This design comes from an exercise in tuning for small area and a short achievable clock period on the open sky130 flow, not from production work. Only simulation tests tie the RTL to the original design; equivalence was not proved. Power is estimated from default activity; no workload was simulated.

===== design/flow/flow/run.sh =====
#!/bin/bash
# The standard layout, with three changes to how it is made:
#  - the input and output ports get a plain buffer (buf_4) rather than the
#    delay cell buffer_ports would pick,
#  - timing repair may swap a cell for one of another footprint, so that
#    port buffers and slow gates can be replaced by faster ones, and
#  - synthesis maps assuming a light load on each output (ABC_LOAD_IN_FF),
#    leaving cell sizing to timing repair.
# The clock period, constraints and power grid are the standard flow's own, and
# synthesis is the standard flow's script with the same registers.
set -uo pipefail
bash standard.sh MATCH_CELL_FOOTPRINT=0 \
    "BUFFER_PORTS_ARGS=-buffer_cell sky130_fd_sc_hd__buf_4" \
    ABC_LOAD_IN_FF=1 \
    finish > standard_flow.log 2>&1
rc=$?
tail -n 20 standard_flow.log
exit $rc

===== design/flow/standard.sh =====
#!/bin/bash
# synth_recipe.tcl (not shown) runs the flow's synth.tcl, then flattens the netlist and writes it again
# the make line also repeats each setting of config.mk as NAME=value (left out here)
make -C /OpenROAD-flow-scripts/flow DESIGN_CONFIG=/design/flow/config.mk WORK_HOME=/design/flow/orfs CLKGATE_MAP_FILE= SYNTH_SCRIPT=/design/flow/synth_recipe.tcl "${@:-finish}"

===== design/flow/config.mk =====
export PLATFORM = sky130hd
export DESIGN_NAME = exec_core
export DESIGN_NICKNAME = exec_core
export VERILOG_FILES = /design/flow/design.v
export SDC_FILE = /design/flow/constraint.sdc
export NUM_CORES = 4
export LEC_CHECK = 0
export CAP_MARGIN = 20
export CORE_MARGIN = 2
export CORE_UTILIZATION = 55
export CTS_BUF_LIST = sky130_fd_sc_hd__clkbuf_8
export CTS_CLUSTER_DIAMETER = 60
export CTS_CLUSTER_SIZE = 14
export SETUP_SLACK_MARGIN = 3.3
export SLEW_MARGIN = 20
export SYNTH_HIERARCHICAL = 1
export TNS_END_PERCENT = 5

===== design/flow/constraint.sdc =====
create_clock -name core_clock -period 8.0 [get_ports {clock}]
set_input_delay 1.6000 -clock core_clock [delete_from_list [all_inputs] [get_ports {clock}]]
set_output_delay 1.6000 -clock core_clock [all_outputs]
set_load 0.01 [all_outputs]

===== design/flow/design.v =====
`timescale 1ns/1ps
package cpu_pkg;
    localparam int reg_width = 32;
    localparam int reg_count = 16;
    localparam int imm_width = 16;
    localparam int pc_step   = 4;
    typedef logic [reg_width-1:0] t_reg;
    typedef logic [$clog2(reg_count)-1:0] t_reg_index;
    typedef t_reg t_regs [reg_count];
    typedef enum logic [1:0] {
        IT_BOTTOM   = 2'd0,
        IT_TOP      = 2'd1,
        IT_UNSIGNED = 2'd2,
        IT_SIGNED   = 2'd3
    } t_imm_type;
    typedef enum logic [3:0] {
        OP_NOP  = 4'h0,
        OP_ADD  = 4'h1,
        OP_SUB  = 4'h2,
        OP_AND  = 4'h3,
        OP_OR   = 4'h4,
        OP_XOR  = 4'h5,
        OP_LDI  = 4'h6,
        OP_JUMP = 4'h7,
        OP_BZ   = 4'h8
    } t_opcode;
    typedef struct packed {
        t_opcode                opcode;
        t_reg_index             rd;
        t_reg_index             rs1;
        t_reg_index             rs2;
        logic [imm_width-1:0]   imm;
    } t_instr;
    typedef struct packed {
        logic                   write;
        logic                   write_immediate;
        t_reg_index             index;
        t_reg                   data;
        logic [imm_width-1:0]   imm;
        t_imm_type              imm_type;
    } t_reg_update;
    typedef struct packed {
        logic                   jump;
        logic                   inc;
        logic                   branch;
        t_reg                   jump_target;
        logic [imm_width-1:0]   branch_offset;
    } t_pc_update;
endpackage
`timescale 1ns/1ps
module rf_decode (
    input  logic [3:0]  idx,
    input  logic [15:0] valid,
    output logic [15:0] sel
);
    always_comb begin
        for (int i = 0; i < 16; i++) sel[i] = (idx == 4'(i)) && valid[i];
    end
endmodule
module rf_or4 (
    input  logic [3:0] sel,
    input  logic [3:0] d,
    output logic       y
);
    assign y = |(sel & d);
endmodule
module rf_nor2 (
    input  logic a,
    input  logic b,
    output logic y
);
    assign y = ~(a | b);
endmodule
module rf_nand2 (
    input  logic a,
    input  logic b,
    output logic y
);
    assign y = ~(a & b);
endmodule
module rf_mux (
    input  logic [15:0]  sel,
    input  logic [255:0] d,
    output logic [15:0]  q
);
    for (genvar b = 0; b < 16; b++) begin : g_bit
        logic [3:0] quarter;
        logic [1:0] half_n;
        for (genvar k = 0; k < 4; k++) begin : g_quarter
            logic [3:0] dq;
            for (genvar j = 0; j < 4; j++) begin : g_pick
                assign dq[j] = d[16*(4*k + j) + b];
            end
            rf_or4 u_or (.sel(sel[4*k +: 4]), .d(dq), .y(quarter[k]));
        end
        rf_nor2  u_lo (.a(quarter[0]), .b(quarter[1]), .y(half_n[0]));
        rf_nor2  u_hi (.a(quarter[2]), .b(quarter[3]), .y(half_n[1]));
        rf_nand2 u_or (.a(half_n[0]), .b(half_n[1]), .y(q[b]));
    end
endmodule
module rf_next (
    input  logic        we,
    input  logic        valid,
    input  logic [15:0] wd,
    input  logic [15:0] q,
    output logic [15:0] d
);
    assign d = we ? wd : (q & {16{valid}});
endmodule
module register_file (
    input  logic                 clock,
    input  logic                 reset,
    input  logic                 write_lo,
    input  logic                 write_hi,
    input  cpu_pkg::t_reg_index  write_index,
    input  cpu_pkg::t_reg        write_data,
    input  cpu_pkg::t_reg_index  read1_index,
    input  cpu_pkg::t_reg_index  read2_index,
    input  cpu_pkg::t_reg_index  read3_index,
    output cpu_pkg::t_reg        read1_data,
    output cpu_pkg::t_reg        read2_data,
    output cpu_pkg::t_reg        read3_data
);
    localparam int N = cpu_pkg::reg_count;
    localparam int H = cpu_pkg::reg_width / 2;
    logic [N*H-1:0] regs_lo;
    logic [N*H-1:0] regs_hi;
    logic [N*H-1:0] next_lo;
    logic [N*H-1:0] next_hi;
    logic [N-1:0]   valid_lo;
    logic [N-1:0]   valid_hi;
    logic [N-1:0]   we_lo;
    logic [N-1:0]   we_hi;
    always_comb begin
        for (int i = 0; i < N; i++) begin
            we_lo[i] = write_lo && (write_index == cpu_pkg::t_reg_index'(i));
            we_hi[i] = write_hi && (write_index == cpu_pkg::t_reg_index'(i));
        end
    end
    always_ff @(posedge clock or posedge reset) begin
        if (reset) begin
            valid_lo <= '0;
            valid_hi <= '0;
        end else begin
            valid_lo <= valid_lo | we_lo;
            valid_hi <= valid_hi | we_hi;
        end
    end
    for (genvar i = 0; i < N; i++) begin : g_next
        rf_next u_lo (.we(we_lo[i]), .valid(valid_lo[i]), .wd(write_data[H-1:0]),
                      .q(regs_lo[H*i +: H]), .d(next_lo[H*i +: H]));
        rf_next u_hi (.we(we_hi[i]), .valid(valid_hi[i]), .wd(write_data[2*H-1:H]),
                      .q(regs_hi[H*i +: H]), .d(next_hi[H*i +: H]));
    end
    always_ff @(posedge clock) begin
        regs_lo <= next_lo;
        regs_hi <= next_hi;
    end
    cpu_pkg::t_reg_index ridx [3];
    logic [N-1:0]        sel_lo [3];
    logic [N-1:0]        sel_hi [3];
    cpu_pkg::t_reg       rdata [3];
    assign ridx[0] = read1_index;
    assign ridx[1] = read2_index;
    assign ridx[2] = read3_index;
    for (genvar p = 0; p < 3; p++) begin : g_read
        rf_decode u_dec_lo (.idx(ridx[p]), .valid(valid_lo), .sel(sel_lo[p]));
        rf_decode u_dec_hi (.idx(ridx[p]), .valid(valid_hi), .sel(sel_hi[p]));
        rf_mux u_mux_lo (.sel(sel_lo[p]), .d(regs_lo), .q(rdata[p][H-1:0]));
        rf_mux u_mux_hi (.sel(sel_hi[p]), .d(regs_hi), .q(rdata[p][2*H-1:H]));
    end
    assign read1_data = rdata[0];
    assign read2_data = rdata[1];
    assign read3_data = rdata[2];
endmodule
`timescale 1ns/1ps
module pc_select (
    input  logic [31:0] taken,
    input  logic [31:0] not_taken,
    input  logic        branch,
    output logic [31:0] pc_next
);
    assign pc_next = branch ? taken : not_taken;
endmodule
module and_prefix16 (
    input  logic [15:0] x,
    output logic [15:0] c
);
    always_comb begin
        for (int i = 0; i < 16; i++) c[i] = &(x | ~((16'd1 << i) - 16'd1));
    end
endmodule
module or_prefix16 (
    input  logic [15:0] x,
    output logic [15:0] c
);
    always_comb begin
        for (int i = 0; i < 16; i++) c[i] = |(x & ((16'd1 << i) - 16'd1));
    end
endmodule
module ks_add16 (
    input  logic [15:0] a,
    input  logic [15:0] b,
    output logic [15:0] sum,
    output logic        cout
);
    logic [15:0] gl [5];
    logic [15:0] pl [5];
    logic [15:0] x;
    for (genvar i = 0; i < 16; i++) begin : g_gp
        gen_bit_n  u_g (.a(a[i]), .b(b[i]), .g_n(gl[0][i]));
        prop_bit_n u_p (.a(a[i]), .b(b[i]), .p_n(pl[0][i]));
    end
    for (genvar l = 0; l < 4; l++) begin : g_level
        for (genvar i = 0; i < 16; i++) begin : g_bit
            if (i >= (1 << l)) begin : g_cell
                if (l % 2 == 0) begin : g_oai
                    pfx_oai u_cell (.g_n(gl[l][i]), .p_n(pl[l][i]), .g_prev_n(gl[l][i - (1 << l)]),
                                    .p_prev_n(pl[l][i - (1 << l)]), .g(gl[l+1][i]), .p(pl[l+1][i]));
                end else begin : g_aoi
                    pfx_aoi u_cell (.g(gl[l][i]), .p(pl[l][i]), .g_prev(gl[l][i - (1 << l)]),
                                    .p_prev(pl[l][i - (1 << l)]), .g_n(gl[l+1][i]), .p_n(pl[l+1][i]));
                end
            end else begin : g_pass
                assign gl[l+1][i] = ~gl[l][i];
                assign pl[l+1][i] = ~pl[l][i];
            end
        end
    end
    assign x    = a ^ b;
    assign sum  = x ^ {~gl[4][14:0], 1'b0};
    assign cout = ~gl[4][15];
endmodule
module program_counter (
    input  logic          clock,
    input  logic          reset,
    input  logic          pc_hold,
    input  logic          pc_jump,
    input  logic          pc_branch,
    input  cpu_pkg::t_reg jump_target,
    input  logic [cpu_pkg::imm_width-1:0] branch_offset,
    output cpu_pkg::t_reg pc
);
    cpu_pkg::t_reg pc_q;
    cpu_pkg::t_reg pc_next;
    cpu_pkg::t_reg pc_step;
    cpu_pkg::t_reg pc_branch_target;
    cpu_pkg::t_reg next_not_taken;
    logic [15:0] hi_inc, hi_dec, hi_inc_c, hi_dec_c, lo_branch, lo_step_c;
    logic [13:0] lo_step;
    logic        lo_step_carry, lo_branch_carry;
    assign pc = pc_q;
    and_prefix16 u_hi_inc (.x(pc_q[31:16]), .c(hi_inc_c));
    or_prefix16  u_hi_dec (.x(pc_q[31:16]), .c(hi_dec_c));
    assign hi_inc = pc_q[31:16] ^ hi_inc_c;
    assign hi_dec = pc_q[31:16] ^ ~hi_dec_c;
    and_prefix16 u_lo_step (.x({2'b00, pc_q[15:2]}), .c(lo_step_c));
    assign lo_step       = pc_q[15:2] ^ lo_step_c[13:0];
    assign lo_step_carry = lo_step_c[14];
    assign pc_step = {lo_step_carry ? hi_inc : pc_q[31:16], lo_step, pc_q[1:0]};
    ks_add16 u_lo_branch (.a(pc_q[15:0]), .b(branch_offset), .sum(lo_branch), .cout(lo_branch_carry));
    always_comb begin
        case ({lo_branch_carry, branch_offset[15]})
            2'b10:   pc_branch_target[31:16] = hi_inc;
            2'b01:   pc_branch_target[31:16] = hi_dec;
            default: pc_branch_target[31:16] = pc_q[31:16];
        endcase
        pc_branch_target[15:0] = lo_branch;
    end
    always_comb begin
        if (pc_hold)       next_not_taken = pc_q;
        else if (pc_jump)  next_not_taken = jump_target;
        else               next_not_taken = pc_step;
    end
    pc_select u_select (
        .taken     (pc_branch_target),
        .not_taken (next_not_taken),
        .branch    (pc_branch),
        .pc_next   (pc_next)
    );
    always_ff @(posedge clock or posedge reset) begin
        if (reset) begin
            pc_q <= '0;
        end else begin
            pc_q <= pc_next;
        end
    end
endmodule
`timescale 1ns/1ps
module pfx_aoi (
    input  logic g,
    input  logic p,
    input  logic g_prev,
    input  logic p_prev,
    output logic g_n,
    output logic p_n
);
    assign g_n = ~(g | (p & g_prev));
    assign p_n = ~(p & p_prev);
endmodule
module pfx_oai (
    input  logic g_n,
    input  logic p_n,
    input  logic g_prev_n,
    input  logic p_prev_n,
    output logic g,
    output logic p
);
    assign g = ~(g_n & (p_n | g_prev_n));
    assign p = ~(p_n | p_prev_n);
endmodule
module gen_bit_n (
    input  logic a,
    input  logic b,
    output logic g_n
);
    assign g_n = ~(a & b);
endmodule
module prop_bit_n (
    input  logic a,
    input  logic b,
    output logic p_n
);
    assign p_n = ~(a | b);
endmodule
module execute_unit (
    input  cpu_pkg::t_instr      instr,
    input  logic                 instr_valid,
    input  cpu_pkg::t_reg        rs1_data,
    input  cpu_pkg::t_reg        rs2_data,
    output logic                 write_lo,
    output logic                 write_hi,
    output cpu_pkg::t_reg        write_data,
    output logic                 pc_jump,
    output logic                 pc_branch,
    output logic                 pc_hold
);
    localparam int H = cpu_pkg::imm_width;
    logic is_alu, is_ldi, is_jump, is_bz, is_sub;
    logic use_sum, use_g, use_p;
    logic [1:0] kind;
    cpu_pkg::t_reg sum, g, p, imm_value;
    assign is_alu  = instr.opcode == cpu_pkg::OP_ADD || instr.opcode == cpu_pkg::OP_SUB ||
                     instr.opcode == cpu_pkg::OP_AND || instr.opcode == cpu_pkg::OP_OR ||
                     instr.opcode == cpu_pkg::OP_XOR;
    assign is_ldi  = instr.opcode == cpu_pkg::OP_LDI;
    assign is_jump = instr.opcode == cpu_pkg::OP_JUMP;
    assign is_bz   = instr.opcode == cpu_pkg::OP_BZ;
    assign is_sub  = instr.opcode == cpu_pkg::OP_SUB;
    assign kind    = instr.rs2[1:0];
    cpu_pkg::t_reg a1, x;
    logic [31:0] gl [6];
    logic [31:0] pl [6];
    logic [31:0] carry;
    assign a1 = rs1_data ^ {cpu_pkg::reg_width{is_sub}};
    cpu_pkg::t_reg g_n, pp_n;
    for (genvar i = 0; i < 32; i++) begin : g_gp
        gen_bit_n  u_g (.a(a1[i]), .b(rs2_data[i]), .g_n(g_n[i]));
        prop_bit_n u_p (.a(a1[i]), .b(rs2_data[i]), .p_n(pp_n[i]));
    end
    assign g  = ~g_n;
    assign x  = rs1_data ^ rs2_data;
    assign p  = x;
    for (genvar l = 0; l < 5; l++) begin : g_level
        for (genvar i = 0; i < 32; i++) begin : g_bit
            if (i >= (1 << l)) begin : g_cell
                if (l % 2 == 0) begin : g_oai
                    pfx_oai u_cell (.g_n(gl[l][i]), .p_n(pl[l][i]), .g_prev_n(gl[l][i - (1 << l)]),
                                    .p_prev_n(pl[l][i - (1 << l)]), .g(gl[l+1][i]), .p(pl[l+1][i]));
                end else begin : g_aoi
                    pfx_aoi u_cell (.g(gl[l][i]), .p(pl[l][i]), .g_prev(gl[l][i - (1 << l)]),
                                    .p_prev(pl[l][i - (1 << l)]), .g_n(gl[l+1][i]), .p_n(pl[l+1][i]));
                end
            end else begin : g_pass
                assign gl[l+1][i] = ~gl[l][i];
                assign pl[l+1][i] = ~pl[l][i];
            end
        end
    end
    assign gl[0] = g_n;
    assign pl[0] = pp_n;
    assign carry = {gl[5][30:0], 1'b0};
    assign sum = x ^ carry;
    assign use_sum = instr.opcode == cpu_pkg::OP_ADD || instr.opcode == cpu_pkg::OP_SUB;
    assign use_g   = instr.opcode == cpu_pkg::OP_AND || instr.opcode == cpu_pkg::OP_OR;
    assign use_p   = instr.opcode == cpu_pkg::OP_OR  || instr.opcode == cpu_pkg::OP_XOR;
    assign imm_value[H-1:0] = instr.imm;
    always_comb begin
        case (kind)
            cpu_pkg::IT_TOP:    imm_value[2*H-1:H] = instr.imm;
            cpu_pkg::IT_SIGNED: imm_value[2*H-1:H] = {H{instr.imm[H-1]}};
            default:            imm_value[2*H-1:H] = '0;
        endcase
    end
    assign write_data = ({cpu_pkg::reg_width{use_sum}} & sum) |
                        ({cpu_pkg::reg_width{use_g}}   & g)   |
                        ({cpu_pkg::reg_width{use_p}}   & p)   |
                        ({cpu_pkg::reg_width{is_ldi}}  & imm_value);
    assign write_lo  = instr_valid && (is_alu || (is_ldi && kind != cpu_pkg::IT_TOP));
    assign write_hi  = instr_valid && (is_alu || (is_ldi && kind != cpu_pkg::IT_BOTTOM));
    assign pc_hold   = !instr_valid;
    assign pc_jump   = is_jump;
    assign pc_branch = instr_valid && is_bz && (rs1_data == '0);
endmodule
`timescale 1ns/1ps
module exec_core (
    input  logic       clock,
    input  logic       reset,
    input  cpu_pkg::t_instr     instr,
    input  logic       instr_valid,
    input  cpu_pkg::t_reg_index dbg_index,
    output cpu_pkg::t_reg       dbg_data,
    output cpu_pkg::t_reg       pc
);
    cpu_pkg::t_reg rs1_data;
    cpu_pkg::t_reg rs2_data;
    cpu_pkg::t_reg write_data;
    logic          write_lo, write_hi;
    logic          pc_jump, pc_branch, pc_hold;
    register_file u_register_file (
        .clock       (clock),
        .reset       (reset),
        .write_lo    (write_lo),
        .write_hi    (write_hi),
        .write_index (instr.rd),
        .write_data  (write_data),
        .read1_index (instr.rs1),
        .read2_index (instr.rs2),
        .read3_index (dbg_index),
        .read1_data  (rs1_data),
        .read2_data  (rs2_data),
        .read3_data  (dbg_data)
    );
    program_counter u_program_counter (
        .clock         (clock),
        .reset         (reset),
        .pc_hold       (pc_hold),
        .pc_jump       (pc_jump),
        .pc_branch     (pc_branch),
        .jump_target   (rs1_data),
        .branch_offset (instr.imm),
        .pc            (pc)
    );
    execute_unit u_execute_unit (
        .instr       (instr),
        .instr_valid (instr_valid),
        .rs1_data    (rs1_data),
        .rs2_data    (rs2_data),
        .write_lo    (write_lo),
        .write_hi    (write_hi),
        .write_data  (write_data),
        .pc_jump     (pc_jump),
        .pc_branch   (pc_branch),
        .pc_hold     (pc_hold)
    );
endmodule

==> results of run 1 <==
[critical path: stages]
cell	delay [ps]
buf_4	160
and2_1	280
and3_4	300
a22oi_1	180
nand2_1	170
nor2_4	260
nand2_2	180
xor2_2	220
nor2_2	260
o21ai_2	140
a21oi_2	240
o21ai_2	120
a21oi_2	240
inv_1	80
a32oi_1	290
o221ai_4	250
buf_6	240
a22o_1	230
[registers in the layout, indices dropped and copies added, names as in the netlist]
register and count:
u_program_counter.pc_q 32, u_register_file.valid_hi 16, u_register_file.valid_lo 16, u_register_file.regs_lo 256, u_register_file.regs_hi 256
[power breakdown]
part           switching (mW)  leakage [nW]  internal (mW)
clock network            1.12         0.553          0.820
logic                   0.874          10.4          0.545
registers               0.256          4.89           2.95
total                    2.25          15.8           4.32
[worst min path at each step]
stage                                              end  cells past startpoint
after floorplan           u_register_file.regs_hi[125]                      2
after global placement     u_register_file.regs_hi[94]                      2
after detailed placement  u_register_file.regs_hi[190]                      2
after CTS                 u_register_file.regs_hi[142]                      2
after global routing      u_register_file.regs_hi[254]                      2
final                      u_register_file.regs_hi[61]                      2
[metrics by stage]
stage	util [%]	std cells	hold slack, ps	worst slack [ps]	cell area (um2)
3_3_place_gp	57.7	4970	489	1550	35700
2_1_floorplan	-	4120	471	3310	34500
5_1_grt	62.6	5089	533	3190	38700
4_1_cts	60.3	5055	509	3150	37300
6_report	62.6	5091	513	3160	38700
3_5_place_dp	57.7	4971	495	1570	35700
[final cells by class]
type,count,area share [%]
well taps,837,2.70
diodes,4,0.0258
clock buffers,56,1.99
flip-flops and latches,576,30.6
inverters,63,0.611
repair buffers,211,4.66
multi-input cells,3322,58.7
clock inverters,22,0.740
[per-layer routing]
metal | vias to the layer above | track usage, % | share of wire (%)
li1 | 15916 | - | -
met1 | 17575 | 57.9 | 40
met2 | 2749 | 59.4 | 41
met3 | 484 | 16.1 | 15
met4 | 4 | 14.3 | 4.0
met5 | - | 0.827 | 0.012
[timing repair]
item                                    CTS  global route
gates cloned                              0             8
gates resized for setup                 160           325
pin swaps                                 4            29
buffers inserted                          6            24
hold buffers                              0             0
endpoints found under the setup margin  512           488
==> key figures, run 1 <==
Timing
  • Final-report max-slew violation count: 0
  • Hold Vio Cnt, Final: 0
  • Worst Skew: ~63 ps
  • Slew HR: 16.5%
  • Final setup viols: 0
  • Final Critical Period: between 4000 and 5000 ps
  • Setup TNS: 0 ps
  • Max Fclk: between 0.2 and 0.25 GHz
  • Least-Margin Pin Slew: 1250 ps
  • Unrepaired setup endpoints after global routing: true
  • Fin crit share: 60.5%

CTS
  • H-tree level count: 2
  • CTS tree: built
  • CTS Buffer Depth: 3
  • Clock sink count: ~580
  • Clock-pin slew on the worst setup and hold paths: roughly 90 ps
  • TritonCTS Buffers: 53
  • Skew-Pair Late Insertion Delay: about 750 ps
  • CTS Root Cell: clkbuf_8

Die
  • # rows: 91
  • I/O pin total: about 100
  • Initial core utilization: between 50 and 60%
  • Core ar.: 61800 um2
  • Die W: 254 um
  • DIE HEIGHT: around 250 um
  • Full die area: 64700 um2

Finish
  • Commonest cells after routing, fill and taps aside: 786 x a22oi_1, 717 x nand2_1, 512 x dfxtp_1, 320 x a22o_1, 240 x nor2_1
  • Multi-input combinational cell area: 22700 um2
  • Synth-to-Final Area Change: 12.3%
  • Storage cell area: 11900 um2
  • Fin nets: around 4300
  • Fillers: 5548
  • Most common cell after layout, fill and taps aside: a22oi_1
  • Share of cells above drive strength 1: 20.1%

Critical path
  • Crit path required time: 8640 ps
  • Worst setup path endpoint: u_register_file.regs_lo[250]
  • CP Launch Point: instr[20]
  • FF-to-FF setup slack: 3900 ps
  • Worst reg2reg path depth: 16
  • Worst setup EP type: register
  • Worst r2r src: u_register_file.valid_lo[12]
  • CP Launch Type: input port
  • Critical path arrival: about 5500 ps
  • R2R Path End: u_register_file.regs_lo[250]
  • Critical path class: input port to register
  • CP Max Fanout: 16

Placed design
  • Final GP Congestion: 1.03
  • Dpl hpwl: 97.7 mm
  • Port buffer count: approximately 100

Power and ir drop
  • Total power: roughly 6.6 mW
  • Leakage power: approximately 16 nW
  • PwrDens: 169 nW/um2
  • Worst VDD drop: 0.187 mV

Outcome
  • Outcome: complete, no violations

Routing
  • Antenna-violating nets left: 0
  • Routed WL: about 140 mm
  • DR DRC count: 0
  • Routed vias/inst: 7.21
  • Drt wl/cell: between 20 and 30 um
  • Router iterations before antenna repair: 8
  • DRT iter0 DRCs: 5507
  • Vias post-DR: 36728

Logic synthesis
  • Mapped cell area: 34500 um2
  • Cell count after synthesis: 4120
  • Avg Cell Area, Syn: approximately 8.4 um2
  • Count of yosys warnings during synthesis: 26
  • Syn Nets: 4161

Worst hold path
  • Worst hold start: u_register_file.regs_hi[61]
  • HP Class: register to register

GRT
  • Initial antenna violation count: 3
  • Largest net degree at the start of global routing: 65
  • Vias in the first global route: 32171
  • Grt ovf: 0
  • Overall Global Routing Usage: a little over two fifths
  • Global-route wire length before repair: around 210 mm

Run
  • Number of max-cap violations: 0
==> run 2, diff against run 1 <==
--- a/design/flow/config.mk
+++ b/design/flow/config.mk
@@ -8,10 +8,10 @@
 export CAP_MARGIN = 20
 export CORE_MARGIN = 2
 export CORE_UTILIZATION = 55
-export CTS_BUF_LIST = sky130_fd_sc_hd__clkbuf_8
-export CTS_CLUSTER_DIAMETER = 60
-export CTS_CLUSTER_SIZE = 14
+export CTS_BUF_LIST = sky130_fd_sc_hd__clkbuf_16
+export CTS_CLUSTER_DIAMETER = 80
+export CTS_CLUSTER_SIZE = 20
 export SETUP_SLACK_MARGIN = 3.3
 export SLEW_MARGIN = 20
 export SYNTH_HIERARCHICAL = 1
-export TNS_END_PERCENT = 5
+export TNS_END_PERCENT = 10
==> key figures, run 2 <==
Critical path
  • Worst r2r src: u_register_file.valid_lo[8]
  • CP Launch Type: input port
  • CP Launch Point: instr[22]
  • Critical path class: input port to register
  • Critical path arrival: 5390 ps (-90 ps)
  • CP Max Fanout: 16 (unchanged)
  • Worst setup EP type: register
  • Crit path required time: 8480 ps (-160 ps)
  • FF-to-FF setup slack: 3930 ps (+30 ps)
  • R2R Path End: u_register_file.regs_hi[42]
  • Worst setup path endpoint: u_register_file.regs_hi[42]
  • Worst reg2reg path depth: 17 (+1)

Power and ir drop
  • Leakage power: 16.1 nW (+1.9%)
  • Worst VDD drop: 0.165 mV (-12%)
  • Total power: 6.68 mW (+1.7%)
  • PwrDens: 167 nW/um2 (-1.2%)

Timing
  • Least-Margin Pin Slew: 1280 ps (+32.2 ps)
  • Final setup viols: 0 (unchanged)
  • Hold Vio Cnt, Final: 0 (unchanged)
  • Setup TNS: 0 ps (unchanged)
  • Slew HR: 14.4% (-2.1 points)
  • Final Critical Period: 4910 ps (+73.4 ps)
  • Final-report max-slew violation count: 0 (unchanged)
  • Max Fclk: 0.204 GHz (-1.5%)
  • Unrepaired setup endpoints after global routing: true
  • Fin crit share: 61.4% (+0.92 points)
  • Final WS setup: 3090 ps (-73.4 ps)
  • Worst Skew: 56.6 ps (-6.04 ps)

Placed design
  • Port buffer count: 102 (unchanged)
  • Placed Instances: 4971 (unchanged)
  • Final GP Congestion: 1.03 (unchanged)
  • Dpl hpwl: 97.7 mm (unchanged)
  • Post-place setup slack: 1570 ps (unchanged)

Logic synthesis
  • Avg Cell Area, Syn: 8.37 um2 (unchanged)
  • Mapped cell area: 34500 um2 (unchanged)
  • Count of yosys warnings during synthesis: 26 (unchanged)
  • Cell count after synthesis: 4120 (unchanged)
  • Syn Nets: 4161 (unchanged)

CTS
  • CTS Root Cell: clkbuf_16
  • Clock sink count: 576 (unchanged)
  • Hold Buf Count CTS: 0 (unchanged)
  • H-tree level count: 2 (unchanged)
  • CTS tree: built
  • Clock-pin slew on the worst setup and hold paths: 80 ps (about the same)
  • Skew-Pair Late Insertion Delay: 620 ps (-130 ps)
  • TritonCTS Buffers: 38 (-28%)
  • CTS Buffer Depth: 3 (unchanged)

Routing
  • Routed WL: 148 mm (+1.9%)
  • Antenna-violating nets left: 0 (unchanged)
  • Vias post-DR: 37035 (+0.84%)
  • Met1 Wirelength: 58.7 mm (+0.88%)
  • Met2 WL: 60.2 mm (+1.3%)
  • Routed wl met3: 22.1 mm (+2.5%)
  • Routed vias/inst: 7.28 (+0.90%)
  • Drt wl/cell: 29.0 um (+1.9%)
  • DR DRC count: 0 (unchanged)
  • DRT iter0 DRCs: 5770 (+4.8%)
  • Top routing layer used: met5
  • Router iterations before antenna repair: 10 (+2)

Die
  • Initial core utilization: 55.8% (unchanged)
  • Die W: 254 um (unchanged)
  • I/O pin total: 103 (unchanged)
  • Core ar.: 61800 um2 (unchanged)
  • Full die area: 64700 um2 (unchanged)
  • DIE HEIGHT: 254 um (unchanged)
  • # rows: 91 (unchanged)

Outcome
  • Outcome: complete, no violations

Finish
  • Final Util: 64.5% (+1.9 points)
  • Post-route insts no fill: 5088 (-0.059%)
  • Largest registers: u_register_file.regs_hi x256, u_register_file.regs_lo x256, u_program_counter.pc_q x32
  • Most common cell after layout, fill and taps aside: a22oi_1
  • Share of cells above drive strength 1: 22.7% (+2.6 points)
  • Synth-to-Final Area Change: 15.6%
  • Fin nets: 4275 (+0.16%)
  • Commonest cells after routing, fill and taps aside: 783 x a22oi_1, 679 x nand2_1, 512 x dfxtp_1, 320 x a22o_1, 207 x nor2_1
  • Diodes inserted: 0 (-4)

GRT
  • Global-route wire length before repair: 207 mm (+0.35%)
  • Largest net degree at the start of global routing: 65 (unchanged)
  • Overall Global Routing Usage: 42.0% (+0.068 points)
  • Vias in the first global route: 32124 (-0.15%)
  • Grt ovf: 0 (unchanged)
  • Initial antenna violation count: 3 (unchanged)

Worst hold path
  • HP Class: register to register

Run
  • Number of max-cap violations: 0 (unchanged)
[run 2: per-layer routing]
layer	global-route usage, %	vias to the layer above
li1	-	15957
met1	58.7	17622
met2	59.9	2943
met3	14.6	507
met4	14.1	6
met5	0.827	-
[run 2: final cells by class]
cell class / instances / area, um2
multi-input combinational: 3333 / 23700
timing repair buffer: 222 / 1880
inverter: 63 / 236
sequential: 576 / 11900
fill: 5377 / 21900
tap: 837 / 1050
clock inverter: 19 / 170
clock buffer: 38 / 951
[run 2: timing repair]
item                       4_1_cts  5_1_grt
gates cloned                     0       20
pin swaps                       10       80
setup buffers                   12       28
gates resized for setup        269      427
setup endpoints to repair      544      458
[run 2: how the worst min path moves through the flow]
stage | to | slack [ps] | cells after the start | from
detailed placement | u_register_file.regs_hi[190] | 490 | 2 | u_register_file.regs_hi[190]
finish | u_register_file.regs_hi[142] | 510 | 2 | u_register_file.regs_hi[142]
global placement | u_register_file.regs_hi[94] | 490 | 2 | u_register_file.regs_hi[94]
global route | u_register_file.regs_hi[190] | 540 | 2 | u_register_file.regs_hi[190]
CTS | u_register_file.regs_hi[142] | 510 | 2 | u_register_file.regs_hi[142]
floorplan | u_register_file.regs_hi[125] | 470 | 2 | u_register_file.regs_hi[125]
[run 2: where the power goes]
group	internal [mW]	leakage [nW]	switching, mW
Combinational	0.552	10.6	0.892
Clock	0.914	0.575	1.10
Sequential	2.95	4.89	0.266
[run 2: critical path: stages]
cell       delay (ps)
buf_4             180
and2_2            270
and3_4            250
a22oi_1           200
nand2_1           150
nor2_4            280
nand2_4           160
xor2_4            220
nand2_2           150
o21ai_2           250
a21oi_2           130
o21ai_2           190
a21oi_2            90
o21ai_2           240
nor3_1            100
o21bai_1          220
o2111ai_1         210
buf_6             230
a22o_1            240
[run 2: per-stage QoR]
step,instance area (um2),hold slack (ps)
after detailed placement,35700,495
after global routing,39900,535
final,39900,508
after floorplan,34500,471
after global placement,35700,489
after CTS,37700,508

## separate check: timing with driven ports
The flow's constraints put no driver on any port. The routed layouts listed below were extracted and timed again, unchanged, in two steps.
Step 1 assumes that a clkbuf_16 drives the clock port and a buf_2 every other input.
Step 2, shift: input delay + t, output delay - t, t = (earliest + latest rising clock arrival at the registers) / 2. This alone moves slack from input paths to output paths.
Slacks: ideal ports / drivers / drivers and shift; pairs: ideal ports / drivers.
run	shift t [ns]	slack for setup (ns)	pins driven straight from the clock port
run 1	0.781	3.160 / 3.136 / 2.387	1
run 2	0.663	3.087 / 3.131 / 2.468	1
After both steps every run listed still meets setup and hold. For run 1, which loses most, drivers alone change the setup slack by -0.024 ns; drivers and shift together by -0.773 ns.
